From an optimization exercise on the open Yosys and OpenROAD flow, aimed at a short achievable clock period and few clock cycles; shortcuts taken in it are not production practice. In this exercise RTL edits were held to simulation tests only and were not proved equivalent to the original. Power is estimated from default activity; no workload was simulated.

### design/flow/design.v
`default_nettype none
package dcache_pkg;
  localparam int ADDR_W = 32;
  localparam int WORD_W = 32;
  localparam int BYTES_PER_WORD = WORD_W / 8;
  localparam int LINE_WORDS = 8;
  localparam int LINE_W = LINE_WORDS * WORD_W;   
  localparam int OFFSET_BITS = 5;                
  localparam int BYTE_BITS = 2;                  
  localparam int WORD_LSB = BYTE_BITS;           
  localparam int WORD_SEL_BITS = OFFSET_BITS - BYTE_BITS;
  localparam int INDEX_LSB = OFFSET_BITS;        
  typedef logic [ADDR_W-1:0] addr_t;
  typedef logic [WORD_W-1:0] word_t;
  typedef logic [LINE_W-1:0] line_t;
  typedef logic [BYTES_PER_WORD-1:0] sel_t;
  typedef logic [WORD_SEL_BITS-1:0] word_idx_t;
endpackage
`default_nettype wire
`timescale 1ns/1ps
`default_nettype none
module dcache_tag_store #(
  parameter int SET_BITS = 3
) (
  input  wire                cs,
  input  wire                reset,
  input  dcache_pkg::addr_t  cpu_adr,
  input  wire                tag_take,
  input  wire                miss_start,
  input  wire                fill_done,
  input  wire [SET_BITS-1:0] fill_set,
  output logic               hit
);
  localparam int SETS = 2 ** SET_BITS;
  localparam int TAG_W = dcache_pkg::ADDR_W - SET_BITS - dcache_pkg::OFFSET_BITS;
  localparam int TAG_LSB = dcache_pkg::INDEX_LSB + SET_BITS;
  typedef logic [TAG_W-1:0] tag_t;
  typedef logic [SET_BITS-1:0] set_idx_t;
  tag_t     tags  [SETS];   
  logic     valid [SETS];
  set_idx_t set_idx;
  tag_t     tag;
  logic [SETS-1:0] set_hit;
  always_comb begin
    set_idx = cpu_adr[dcache_pkg::INDEX_LSB +: SET_BITS];
    tag     = cpu_adr[TAG_LSB +: TAG_W];
  end
  always_ff @(posedge cs) begin
    if (reset) begin
      for (int i = 0; i < SETS; i++) begin
        valid[i] <= 1'b0;
      end
    end else begin
      for (int i = 0; i < SETS; i++) begin
        if (miss_start && (set_idx == i)) begin
          valid[i] <= 1'b0;
        end else if (fill_done && (fill_set == i)) begin
          valid[i] <= 1'b1;
        end
      end
    end
  end
  always_ff @(posedge cs) begin
    if (tag_take) begin
      tags[set_idx] <= tag;
    end
  end
  always_comb begin
    for (int i = 0; i < SETS; i++) begin
      set_hit[i] = valid[i] && (tags[i] == tag);
    end
  end
  assign hit = set_hit[set_idx];
endmodule
`default_nettype wire
`timescale 1ns/1ps
`default_nettype none
module dcache_line_store #(
  parameter int SET_BITS = 3
) (
  input  wire                   cs,
  input  dcache_pkg::addr_t     cpu_adr,
  input  wire                   word_merge,
  input  dcache_pkg::word_t     cpu_dat_w,
  input  dcache_pkg::sel_t      cpu_sel,
  output dcache_pkg::word_t     rd_word,
  output dcache_pkg::line_t     merged_line,
  input  wire                   filling,
  input  wire                   line_fill,
  input  wire [2**SET_BITS-1:0] fill_set_dec,
  input  wire [dcache_pkg::LINE_WORDS-1:0] fill_word_dec,
  input  wire [dcache_pkg::LINE_WORDS*dcache_pkg::BYTES_PER_WORD-1:0] fill_byte_en,
  input  dcache_pkg::word_t     fill_dat,
  input  dcache_pkg::line_t     mem_dat_r,
  output dcache_pkg::word_t     fill_word,
  output dcache_pkg::line_t     fill_line
);
  localparam int SETS = 2 ** SET_BITS;
  localparam int WORDS = dcache_pkg::LINE_WORDS;
  localparam int BYTES = dcache_pkg::BYTES_PER_WORD;
  localparam int WORD_W = dcache_pkg::WORD_W;
  typedef logic [SET_BITS-1:0] set_idx_t;
  dcache_pkg::line_t      lines [SETS];
  set_idx_t               set_idx;
  dcache_pkg::word_idx_t  word_idx;
  logic [SETS-1:0]        set_dec;
  logic [WORDS-1:0]       word_dec;
  logic [WORDS*BYTES-1:0] byte_en;     
  dcache_pkg::line_t      line;
  always_comb begin
    set_idx  = cpu_adr[dcache_pkg::INDEX_LSB +: SET_BITS];
    word_idx = cpu_adr[dcache_pkg::WORD_LSB +: dcache_pkg::WORD_SEL_BITS];
    for (int s = 0; s < SETS; s++) begin
      set_dec[s]  = (set_idx == s);
    end
    for (int w = 0; w < WORDS; w++) begin
      word_dec[w]  = (word_idx == w);
      for (int b = 0; b < BYTES; b++) begin
        byte_en[w*BYTES + b]  = word_dec[w] && cpu_sel[b];
      end
    end
  end
  always_comb begin
    line = '0;
    for (int s = 0; s < SETS; s++) begin
      line = line | (lines[s] & {dcache_pkg::LINE_W{set_dec[s]}});
    end
    rd_word   = '0;
    fill_word = '0;
    for (int w = 0; w < WORDS; w++) begin
      rd_word   = rd_word   | (line[w*WORD_W +: WORD_W]      & {WORD_W{word_dec[w]}});
      fill_word = fill_word | (mem_dat_r[w*WORD_W +: WORD_W] & {WORD_W{fill_word_dec[w]}});
    end
  end
  always_comb begin
    for (int w = 0; w < WORDS; w++) begin
      for (int b = 0; b < BYTES; b++) begin
        merged_line[w*WORD_W + b*8 +: 8] = byte_en[w*BYTES + b] ? cpu_dat_w[b*8 +: 8]
                                                                : line[w*WORD_W + b*8 +: 8];
        fill_line[w*WORD_W + b*8 +: 8]   = fill_byte_en[w*BYTES + b] ? fill_dat[b*8 +: 8]
                                                                 : mem_dat_r[w*WORD_W + b*8 +: 8];
      end
    end
  end
  always_ff @(posedge cs) begin
    for (int s = 0; s < SETS; s++) begin
      for (int i = 0; i < WORDS*BYTES; i++) begin
        if ((line_fill && fill_set_dec[s]) || (word_merge && set_dec[s] && byte_en[i])) begin
          lines[s][i*8 +: 8] <= filling ? fill_line[i*8 +: 8] : cpu_dat_w[(i%BYTES)*8 +: 8];
        end
      end
    end
  end
endmodule
`default_nettype wire
`timescale 1ns/1ps
`default_nettype none
module dcache_ctrl #(
  parameter int SET_BITS = 3
) (
  input  wire                    cs,
  input  wire                    reset,
  input  wire                    cpu_cyc,
  input  wire                    cpu_stb,
  input  wire                    cpu_we,
  input  dcache_pkg::addr_t      cpu_adr,
  input  dcache_pkg::sel_t       cpu_sel,
  input  dcache_pkg::word_t      cpu_dat_w,
  output logic                   cpu_ack,
  output dcache_pkg::word_t      cpu_dat_r,
  input  wire                    hit,
  output logic                   tag_take,
  output logic                   miss_start,
  output logic                   filling,
  output logic                   fill_done,
  output logic                   word_merge,
  output logic [SET_BITS-1:0]    fill_set,
  output logic [2**SET_BITS-1:0] fill_set_dec,
  output logic [dcache_pkg::LINE_WORDS-1:0] fill_word_dec,
  output logic [dcache_pkg::LINE_WORDS*dcache_pkg::BYTES_PER_WORD-1:0] fill_byte_en,
  output dcache_pkg::word_t      fill_dat,
  input  dcache_pkg::word_t      rd_word,
  input  dcache_pkg::word_t      fill_word,
  input  dcache_pkg::line_t      merged_line,
  input  dcache_pkg::line_t      fill_line,
  output logic                   mem_cyc,
  output logic                   mem_stb,
  output logic                   mem_we,
  output dcache_pkg::addr_t      mem_adr,
  output dcache_pkg::line_t      mem_dat_w,
  input  wire                    mem_ack
);
  localparam int SETS = 2 ** SET_BITS;
  localparam int WORDS = dcache_pkg::LINE_WORDS;
  localparam int BYTES = dcache_pkg::BYTES_PER_WORD;
  logic              st_idle;     
  logic              st_rd;       
  logic              st_resp;     
  logic              wr_fill;     
  logic              req;
  logic              port_free;
  logic              take;        
  logic              start;
  logic              go_resp;
  logic              go_rd;
  logic              ack_q;
  dcache_pkg::word_t dat_q;
  logic              cyc_q;
  logic              load_we;
  logic              we_d;
  logic              we_q;
  logic              load_wdat;
  dcache_pkg::line_t wdat_q;
  logic [dcache_pkg::ADDR_W-1:dcache_pkg::OFFSET_BITS] adr_q;
  logic [SETS-1:0]        set_dec;
  logic [WORDS-1:0]       word_dec;
  logic [WORDS*BYTES-1:0] byte_en;
  assign req = cpu_cyc && cpu_stb;
  assign port_free = !cyc_q || (mem_ack && !wr_fill);
  assign take  = st_idle && req && port_free;
  assign start = take && (cpu_we || !hit);
  always_comb begin
    word_merge = take && cpu_we;   
    tag_take   = take;             
    miss_start = start && !hit;
    filling    = st_rd || wr_fill;
    fill_done  = filling && mem_ack;
  end
  assign go_resp = (st_idle && req && (cpu_we ? port_free : hit)) || (st_rd && mem_ack);
  assign go_rd   = st_idle && req && !cpu_we && !hit && port_free;
  always_ff @(posedge cs) begin
    if (reset) begin
      st_idle <= 1'b1;
      st_rd   <= 1'b0;
      st_resp <= 1'b0;
      ack_q   <= 1'b0;
      cyc_q   <= 1'b0;
      wr_fill <= 1'b0;
    end else begin
      st_idle <= (st_idle && !go_resp && !go_rd) || st_resp;
      st_rd   <= go_rd || (st_rd && !mem_ack);
      st_resp <= go_resp;
      ack_q   <= go_resp;
      cyc_q   <= start || (cyc_q && (!mem_ack || wr_fill));
      wr_fill <= (start && cpu_we && !hit) || (wr_fill && !mem_ack);
    end
  end
  assign load_we = start || (wr_fill && mem_ack);
  assign we_d    = (cpu_we && hit) || !start;
  always_ff @(posedge cs) begin
    we_q <= (we_d && load_we) || (we_q && !load_we);
    if (take) begin
      adr_q <= cpu_adr[dcache_pkg::ADDR_W-1:dcache_pkg::OFFSET_BITS];
    end
  end
  always_comb begin
    for (int s = 0; s < SETS; s++) begin
      set_dec[s] = (cpu_adr[dcache_pkg::INDEX_LSB +: SET_BITS] == s);
    end
    for (int w = 0; w < WORDS; w++) begin
      word_dec[w] = (cpu_adr[dcache_pkg::WORD_LSB +: dcache_pkg::WORD_SEL_BITS] == w);
      for (int b = 0; b < BYTES; b++) begin
        byte_en[w*BYTES + b] = word_dec[w] && cpu_sel[b] && cpu_we;
      end
    end
  end
  always_ff @(posedge cs) begin
    if (take) begin
      fill_set      <= cpu_adr[dcache_pkg::INDEX_LSB +: SET_BITS];
      fill_set_dec  <= set_dec;
      fill_word_dec <= word_dec;
      fill_byte_en  <= byte_en;
      fill_dat      <= cpu_dat_w;
    end
  end
  assign load_wdat = word_merge || (wr_fill && mem_ack);
  always_ff @(posedge cs) begin
    if (load_wdat) begin
      wdat_q <= wr_fill ? fill_line : merged_line;   
    end
  end
  always_ff @(posedge cs) begin
    dat_q <= st_rd ? fill_word : rd_word;
  end
  assign cpu_ack   = ack_q;
  assign cpu_dat_r = dat_q;
  assign mem_cyc   = cyc_q;
  assign mem_stb   = cyc_q;
  assign mem_we    = we_q;
  assign mem_adr   = {adr_q, {dcache_pkg::OFFSET_BITS{1'b0}}};
  assign mem_dat_w = wdat_q;
endmodule
`default_nettype wire
`timescale 1ns/1ps
`default_nettype none
module dcache_top #(
  parameter int SET_BITS = 3
) (
  input  wire               cs,
  input  wire               reset,
  input  wire               cpu_cyc,
  input  wire               cpu_stb,
  input  wire               cpu_we,
  input  dcache_pkg::addr_t cpu_adr,
  input  dcache_pkg::sel_t  cpu_sel,
  input  dcache_pkg::word_t cpu_dat_w,
  output logic              cpu_ack,
  output dcache_pkg::word_t cpu_dat_r,
  output logic              mem_cyc,
  output logic              mem_stb,
  output logic              mem_we,
  output dcache_pkg::addr_t mem_adr,
  output dcache_pkg::line_t mem_dat_w,
  input  wire               mem_ack,
  input  dcache_pkg::line_t mem_dat_r
);
  logic                  hit;
  logic                  tag_take;
  logic                  miss_start;
  logic                  filling;
  logic                  fill_done;
  logic                  word_merge;
  logic [SET_BITS-1:0]   fill_set;
  logic [2**SET_BITS-1:0] fill_set_dec;
  logic [dcache_pkg::LINE_WORDS-1:0] fill_word_dec;
  logic [dcache_pkg::LINE_WORDS*dcache_pkg::BYTES_PER_WORD-1:0] fill_byte_en;
  dcache_pkg::word_t     fill_dat;
  dcache_pkg::word_t     rd_word;
  dcache_pkg::word_t     fill_word;
  dcache_pkg::line_t     merged_line;
  dcache_pkg::line_t     fill_line;
  dcache_tag_store #(
    .SET_BITS (SET_BITS)
  ) i_tag_store (
    .cs         (cs),
    .reset      (reset),
    .cpu_adr    (cpu_adr),
    .tag_take   (tag_take),
    .miss_start (miss_start),
    .fill_done  (fill_done),
    .fill_set   (fill_set),
    .hit        (hit)
  );
  dcache_line_store #(
    .SET_BITS (SET_BITS)
  ) i_line_store (
    .cs            (cs),
    .cpu_adr       (cpu_adr),
    .word_merge    (word_merge),
    .cpu_dat_w     (cpu_dat_w),
    .cpu_sel       (cpu_sel),
    .rd_word       (rd_word),
    .merged_line   (merged_line),
    .filling       (filling),
    .line_fill     (fill_done),
    .fill_set_dec  (fill_set_dec),
    .fill_word_dec (fill_word_dec),
    .fill_byte_en  (fill_byte_en),
    .fill_dat      (fill_dat),
    .mem_dat_r     (mem_dat_r),
    .fill_word     (fill_word),
    .fill_line     (fill_line)
  );
  dcache_ctrl #(
    .SET_BITS (SET_BITS)
  ) i_ctrl (
    .cs            (cs),
    .reset         (reset),
    .cpu_cyc       (cpu_cyc),
    .cpu_stb       (cpu_stb),
    .cpu_we        (cpu_we),
    .cpu_adr       (cpu_adr),
    .cpu_sel       (cpu_sel),
    .cpu_dat_w     (cpu_dat_w),
    .cpu_ack       (cpu_ack),
    .cpu_dat_r     (cpu_dat_r),
    .hit           (hit),
    .tag_take      (tag_take),
    .miss_start    (miss_start),
    .filling       (filling),
    .fill_done     (fill_done),
    .word_merge    (word_merge),
    .fill_set      (fill_set),
    .fill_set_dec  (fill_set_dec),
    .fill_word_dec (fill_word_dec),
    .fill_byte_en  (fill_byte_en),
    .fill_dat      (fill_dat),
    .rd_word       (rd_word),
    .fill_word     (fill_word),
    .merged_line   (merged_line),
    .fill_line     (fill_line),
    .mem_cyc       (mem_cyc),
    .mem_stb       (mem_stb),
    .mem_we        (mem_we),
    .mem_adr       (mem_adr),
    .mem_dat_w     (mem_dat_w),
    .mem_ack       (mem_ack)
  );
endmodule
`default_nettype wire
### design/flow/run.sh
#!/bin/bash
# synth_recipe.tcl (not shown) runs the flow's synth.tcl, then flattens the netlist and writes it again
# the make line also repeats each setting of config.mk as NAME=value (left out here)
make -C /OpenROAD-flow-scripts/flow DESIGN_CONFIG=/design/flow/config.mk WORK_HOME=/design/flow/orfs CLKGATE_MAP_FILE= SYNTH_SCRIPT=/design/flow/synth_recipe.tcl finish
### design/flow/config.mk
export PLATFORM = sky130hd
export DESIGN_NAME = dcache_top
export DESIGN_NICKNAME = dcache_top
export VERILOG_FILES = /design/flow/design.v
export SDC_FILE = /design/flow/constraint.sdc
export NUM_CORES = 4
export LEC_CHECK = 0
export ABC_CLOCK_PERIOD_IN_PS = 1000
export CAP_MARGIN = 20
export CORE_MARGIN = 2
export CORE_UTILIZATION = 55
export SETUP_SLACK_MARGIN = 4.5
export SLEW_MARGIN = 20
export TNS_END_PERCENT = 5
### design/flow/constraint.sdc
create_clock -name core_clock -period 7.0 [get_ports {cs}]
set_input_delay 1.4000 -clock core_clock [delete_from_list [all_inputs] [get_ports {cs}]]
set_output_delay 1.4000 -clock core_clock [all_outputs]
set_load 0.01 [all_outputs]
==> results of run 1 <==
-- critical path, delay by kind of cell --
family | cells | cell delay (ps)
simple gates | 2 | 1460
buf+inv | 2 | 630
compound gates | 2 | 710
-- power by group --
group / switching [mW] / leakage (nW) / total [mW] / internal (mW)
clock network: 6.26 / 4.30 / 14.7 / 8.49
registers: 0.213 / 23.9 / 18.2 / 18.0
logic: 3.30 / 20.7 / 4.92 / 1.62
total: 9.77 / 49.0 / 37.9 / 28.1
-- cell type report --
type / instances / area [µm²]
inverter: 57 / 312
clock buffer: 352 / 7720
tap: 2640 / 3300
timing repair buffer: 1689 / 18300
antenna: 67 / 168
clock inverter: 135 / 1110
sequential: 2649 / 79100
multi-input combinational: 4014 / 32100
fill: 12940 / 55700
timing repair inverter: 8 / 73.8
-- synth_stat cells, drive strengths merged (12+ instances only) --
library cell | number | share of area [%]
edfxtp | 2604 | 71
a21oi | 689 | 3.1
a22oi | 530 | 3.6
nor2 | 529 | 1.8
mux2i | 340 | 3.1
o21ai | 337 | 1.5
clkbuf | 332 | 1.1
buf | 291 | 1.3
mux2 | 229 | 2.4
a221oi | 224 | 1.8
nand2 | 189 | 0.65
xnor2 | 104 | 0.83
a22o | 94 | 0.75
xor2 | 88 | 0.70
nand4 | 82 | 0.47
and4 | 63 | 0.50
inv | 53 | 0.18
nand3 | 52 | 0.24
a222oi | 51 | 0.47
dfxtp | 45 | 0.82
a221o | 36 | 0.33
mux4 | 34 | 0.70
and3 | 30 | 0.17
a211oi | 29 | 0.20
nor4 | 28 | 0.16
o22ai | 25 | 0.14
a31oi | 20 | 0.11
nor3 | 18 | 0.082
o221ai | 18 | 0.14
nor2b | 17 | 0.097
o211ai | 14 | 0.096
o2bb2ai | 13 | 0.10
o21a | 12 | 0.082
-- cell usage in the layout, fill, tap and decap left out, types with 35 or more instances in the layout --
| cell type | n |
|---|---|
| a22oi_1 | 472 |
| clkdlybuf4s50_1 | 287 |
| a221oi_1 | 142 |
| a21oi_1 | 520 |
| and4_1 | 39 |
| mux2_2 | 210 |
| buf_6 | 86 |
| clkbuf_16 | 338 |
| xnor2_1 | 95 |
| clkbuf_1 | 48 |
| clkinv_2 | 35 |
| o21ai_2 | 39 |
| buf_16 | 70 |
| mux2i_1 | 330 |
| nand2_1 | 136 |
| dlygate4sd2_1 | 247 |
| a22oi_2 | 58 |
| o21ai_0 | 216 |
| buf_12 | 134 |
| edfxtp_1 | 2604 |
| clkinv_1 | 71 |
| a221o_1 | 36 |
| o21ai_1 | 50 |
| nor2_1 | 475 |
| dfxtp_1 | 37 |
| buf_4 | 696 |
| a221oi_2 | 50 |
| nand4_1 | 82 |
| a222oi_1 | 51 |
| inv_1 | 37 |
| buf_2 | 44 |
| xor2_1 | 88 |
| a21oi_2 | 152 |
| diode_2 | 67 |
| a22o_1 | 91 |
-- routing by layer --
metal  global-route usage, %  routed length, µm  vias up
met3                    20.3              88600     2525
met1                    61.4             169000    42490
met4                    35.5              52700       30
li1                        -                  -    32152
met5                   0.308                310        -
met2                    66.2             210000     9165
-- logic make-up (layout without fill, tap and decap cells) --
logic type / Yosys count / count (layout) / share of synthesized area, %
flip-flops: 2649 / 2649 / 72.1
AO/OA/AOI/OAI: 2162 / 2162 / 13.1
AND/OR/NAND/NOR: 1041 / 1052 / 4.40
buffers and inverters: 681 / 2241 / 2.64
multiplexers: 603 / 603 / 6.16
XOR/XNOR: 192 / 192 / 1.53
other: 1 / 72 / 0.00342
-- registers in the layout, indices dropped and copies added (netlist names), 27 cells and up, named ones only --
register	cells
i_line_store.lines	2048
i_ctrl.wdat_q	256
i_tag_store.tags	192
i_ctrl.dat_q	32
i_ctrl.fill_byte_en	32
i_ctrl.fill_dat	32
i_ctrl.adr_q	27
-- what timing repair did --
item                       4_1_cts  5_1_grt
hold endpoints to repair         0        0
gates resized for setup       1520      643
setup endpoints to repair     5235     4627
pin swaps                      133      154
setup buffers                  240      199
cloned                          57       43
-- stage by stage --
| stage | setup slack, ps | utilization (%) |
|---|---|---|
| floorplan | 969 | - |
| global route | 3680 | 71.8 |
| global placement | 1430 | 61.2 |
| detailed placement | 1520 | 61.2 |
| finish | 3540 | 71.9 |
| CTS | 3880 | 69.2 |
-- path summary, 6_finish.rpt --
kind                                            from                          to  slack, ps  depth (start not counted)
worst max-delay path                      cpu_adr[2]            i_ctrl.dat_q[13]       3540                          6
worst min-delay path            i_tag_store.valid[1]        i_tag_store.valid[1]        550                          2
worst max register to register        i_ctrl.wr_fill  i_line_store.lines[6][170]       3880                          4
worst min register to register  i_tag_store.valid[1]        i_tag_store.valid[1]        550                          2
==> notes.md, run 1 <==
Avg Cell Area, Syn: 15.0 µm²
Hpwl dp: 315,000 µm
GR Overflow Total: 0
Sequential area share after synthesis: 72.1%
Share of cells above drive strength 1: 28.1%
Design Area, Final: 142,000 µm²
Slew HR: -15.2%
Critical path data required time: 7790 ps
Top fanout value on the critical path: 18
Final hold violations: 0
Critical setup path kind: primary input to register
Hold slack final: 546 ps
Fin crit period: 3460 ps
Pwr Density: 267 nW/µm²
Routed vias/inst: 7.44
Clock latency at the later pin of the worst-skew pair: 960 ps
Slew @ Worst Pin: 1730 ps
Netlist cell types: 78
Clock tree from TritonCTS: done
RSZ-0062 raised after global routing: yes
Clock transition at the registers of the reported paths: 60 ps
Initial antenna violation count: 74
Area Overhead vs Synth: 29.6%
Fmax: 289 MHz
Final non-filler cell total: 11,611
Post-DP Area: 121,000 µm²
Fin. max-slew vios: 5
Status: finished with violations
Total power: 37.9 mW
Synthesis Warnings: 5
SO Viols: max-capacitance violations, max-slew violations
Nets: 9,038
Starting DRT DRC Count: 16,687
Post-placement cell count: 10,513
All-Layer GR Usage: 48.3%
Die area: 203,000 µm²
Starting density of the core: 55.4%
Routed WL: 521,000 µm
First-pass GRT wire length: 662,000 µm
Number of buffers created by CTS: 289
Synth Flop Type: edfxtp_1
Ports: 654
Clock sink count: 2,649
Worst vdd ir: 269 µV
GPL Wtd Cong: 1.02
Row count: 163
Pin count of the biggest net entering global routing: 87
Port Buf Inserts: 646
Via count: 86,362
Die height: 451 µm
# DRC: 0
Antenna viol nets, final: 0
Post-synthesis instance area: 110,000 µm²
Final setup violation count: 0
Skew final: 43.3 ps
Crit path launch type: primary input
H-Tree Level Count: 5
Post-Route Setup TNS: 0 ps
Max Cap Viol: 1
CP peak stage delay: 1350 ps
Synth Instances: 7,329
Leak: 49.0 nW
Number of hold buffers added after cts: 0
EDFF count, synth: 2,604
Worst-path cell chain: buf_12 -> buf_4 -> nand2b_1 -> a21oi_1 -> a2111oi_4 -> nor2_4
Worst EP arrival: 4260 ps
Post-synthesis register bit count: 2,649
Vias in the first global route: 77,019
Crit. End Element: register
FFs w/ async S/R, synth: 0%
Routed wire length per instance: 44.8 µm
Slowest-stage cell, CP: nand2b_1
Chip width: 451 µm
Core ar.: 198,000 µm²
Root Driver: clkbuf_16
Min-Delay Path Class: register to register
Period utilization: 49.5%
Detailed Routing Iterations Pass 1: 13
Clk buf depth: 4
Testbench counts, summed over its fixed seeds: cycles 12,558.
==> run 2, diff against run 1 <==
--- a/design/flow/config.mk
+++ b/design/flow/config.mk
@@ -7,7 +7,7 @@
 export LEC_CHECK = 0
 export ABC_CLOCK_PERIOD_IN_PS = 1000
-export CAP_MARGIN = 20
+export CAP_MARGIN = 30
 export CORE_MARGIN = 2
-export CORE_UTILIZATION = 55
+export CORE_UTILIZATION = 50
 export SETUP_SLACK_MARGIN = 4.5
 export SLEW_MARGIN = 20
==> notes.md, run 2 <==
Status: no timing/DRC/antenna violations
Post-Route Setup TNS: 0 ps
Final setup violation count: 0
Hpwl dp: 320,000 µm
Pin count of the biggest net entering global routing: 182
Clock transition at the registers of the reported paths: 60 ps
Routed wire length per instance: 45.6 µm
FFs w/ async S/R, synth: 0%
Family with the most delay on the worst path: flip-flops
# DRC: 0
Detailed Routing Iterations Pass 1: 12
Worst EP arrival: 1880 ps
All-Layer GR Usage: 45.8%
Max Cap Viol: 0
RSZ-0062 raised after global routing: yes
Row count: 171
Clock sink count: 2,649
Critical path data required time: 5600 ps
Initial antenna violation count: 87
Die area: 223,000 µm²
Ports: 654
Synthesis Warnings: 5
Total power: 38.5 mW
Number of hold buffers added after cts: 0
Worst vdd ir: 288 µV
Clock latency at the later pin of the worst-skew pair: 980 ps
H-Tree Level Count: 5
Max layer used: met5
First-pass GRT wire length: 685,000 µm
Wire length on met3: 93,900 µm
Core ar.: 218,000 µm²
Root Driver: clkbuf_16
Clock tree from TritonCTS: done
Period utilization: 46.9%
Fin crit period: 3280 ps
Post-synthesis instance area: 110,000 µm²
Filler Cell Count: 15,389
Worst path depth: 1
Min-Delay Path Class: register to register
Fin. max-slew vios: 0
WHS Path Cells: 2
Sequential area share after synthesis: 72.1%
Starting DRT DRC Count: 17,179
Crit. End Element: output port
Leak: 49.3 nW
Skew final: 44.0 ps
Final hold violations: 0
Die height: 472 µm
Area Overhead vs Synth: 30.2%
Post-synthesis register bit count: 2,649
Nets: 9,056
Pwr Density: 269 nW/µm²
Wire length on met2: 215,000 µm
Clk buf depth: 4
Crit path launch type: register
Fmax: 305 MHz
Worst r2r path cells: 4
Share of cells above drive strength 1: 27.2%
Synth Instances: 7,329
Slew @ Worst Pin: 1280 ps
GPL Wtd Cong: 1.02
Crit path buffers/inverters: 1
Via count: 87,603
GR Overflow Total: 0
Vias in the first global route: 77,698
Most common cell after layout, fill and taps aside: edfxtp_1
Routed vias/inst: 7.39
CP peak stage delay: 690 ps
Top fanout value on the critical path: 1
Port Buf Inserts: 646
Most numerous cell in the Yosys netlist: edfxtp_1
Netlist cell types: 78
Max FFs per register: 2,048
Chip width: 472 µm
Most frequent cells after synthesis: 2,604 x edfxtp_1, 689 x a21oi_1, 530 x a22oi_1
Antenna viol nets, final: 0
Commonest cells after routing, fill and taps aside: 2,604 x edfxtp_1, 697 x buf_4, 586 x a21oi_1
Routed WL: 540,000 µm
Avg Cell Area, Syn: 15.0 µm²
Biggest regs: i_line_store.lines (2048), i_ctrl.wdat_q (256), i_tag_store.tags (192)
Slowest-stage cell, CP: edfxtp_1
Starting density of the core: 50.4%
Top post-synthesis cells by area: edfxtp_1 71%, a22oi_1 3.6%, a21oi_1 3.1%
Number of buffers created by CTS: 292
Area leader, netlist: edfxtp_1
Synth Flop Type: edfxtp_1
Top reg by flops: i_line_store.lines
Slew HR: 14.3%
Critical setup path kind: register to output port
Worst-path cell chain: buf_2
Yosys top cell area share: 71.3%
EDFF count, synth: 2,604
M1 wire length: 174,000 µm
-- run 2: cell count changes in the layout (fill, tap and decap cells not counted), moves of 11 or more --
| cell | previous run | this run |
|---|---|---|
| a21oi_2 | 152 | 77 |
| a221oi_4 | 32 | 18 |
| o21ai_0 | 216 | 246 |
| a21oi_1 | 520 | 586 |
| dlygate4sd2_1 | 247 | 277 |
| clkbuf_2 | 31 | 15 |
| nor4_2 | 8 | 19 |
| o21ai_1 | 50 | 26 |
| diode_2 | 67 | 78 |
| buf_2 | 44 | 31 |
| clkinv_1 | 71 | 47 |
-- run 2: layout make-up --
class	count	area (µm²)	area share, %
Multi-Input combinational cell	4013	31600	22.2
Tap cell	2854	3570	2.50
Timing Repair inverter	3	25.0	0.0175
Timing Repair Buffer	1710	18700	13.1
Antenna cell	78	195	0.137
Inverter	57	302	0.211
Sequential cell	2649	79100	55.4
Clock inverter	136	1400	0.981
Clock buffer	358	7820	5.48
-- run 2: per-stage QoR --
| step | cells | hold WS, ps | utilization, % | setup WS, ps | area, µm² |
|---|---|---|---|---|---|
| 3_3_place_gp | 10715 | 517 | 55.8 | 1550 | 121000 |
| 3_5_place_dp | 10726 | 525 | 55.9 | 1530 | 122000 |
| 5_1_grt | 11802 | 597 | 65.5 | 3730 | 143000 |
| 4_1_cts | 11532 | 533 | 63.0 | 3840 | 137000 |
| 2_1_floorplan | 7333 | 494 | - | 969 | 110000 |
| 6_report | 11858 | 538 | 65.6 | 3720 | 143000 |
-- run 2: power breakdown --
part / switching [mW] / internal [mW] / leakage (nW)
combinational: 3.36 / 1.60 / 20.9
sequential: 0.216 / 18.0 / 23.9
clock: 6.34 / 8.94 / 4.49
-- run 2: metal layers --
layer	up-vias	track usage (%)
li1	32190	-
met1	42980	56.4
met2	9611	61.7
met3	2768	20.9
met4	54	36.7
met5	-	1.32
-- run 2: kinds of logic (layout without fill, tap and decap cells) --
group,Yosys count,count (layout),synth area share (%)
flip-flops,2649,2649,72.1
AO/OA/AOI/OAI,2162,2162,13.1
AND/OR/NAND/NOR,1041,1051,4.40
buffers and inverters,681,2264,2.64
multiplexers,603,603,6.16
XOR/XNOR,192,192,1.53
other,1,83,0.00342
-- run 2: timing repair --
| item | CTS | global route |
|---|---|---|
| setup endpoints to repair | 5282 | 4924 |
| buffers inserted | 250 | 200 |
| pin swaps | 103 | 154 |
| gates cloned | 62 | 35 |
| resized for setup | 1241 | 644 |
-- run 2: worst paths after layout --
path,start,to,slack (ps)
min,i_tag_store.valid[2],i_tag_store.valid[2],540
max reg2reg,i_ctrl.st_rd,i_line_store.lines[3][55],3800
max,i_ctrl.wdat_q[79],mem_dat_w[79],3720
min reg2reg,i_tag_store.valid[2],i_tag_store.valid[2],540

## port drivers added, routing unchanged
The results above use ideal ports. As a check the final layouts listed here were re-extracted and re-timed, cells and wires unchanged. Step 1, drivers: a clkbuf_16 drives cs and a buf_2 each remaining input, both assumed. Step 2 also shifts input and output timing later by t, the mid clock arrival at the registers, as if the neighbouring blocks saw the same clock. Slacks: ideal ports / drivers / drivers and shift; pairs: ideal ports / drivers.
| run | t, ns | slack for setup (ns) | clock arrival spread, ns | worst slew at a driven data input, ns |
|---|---|---|---|---|
| run 1 | 1.036 | 3.537 / 3.517 / 2.481 | 0.048 / 0.049 | 0.51 |
| run 2 | 1.054 | 3.718 / 3.545 / 2.491 | 0.048 / 0.049 | 0.51 |
The setup slack of run 2, which loses most, moves by -0.173 ns with the drivers and by -1.227 ns with both steps.
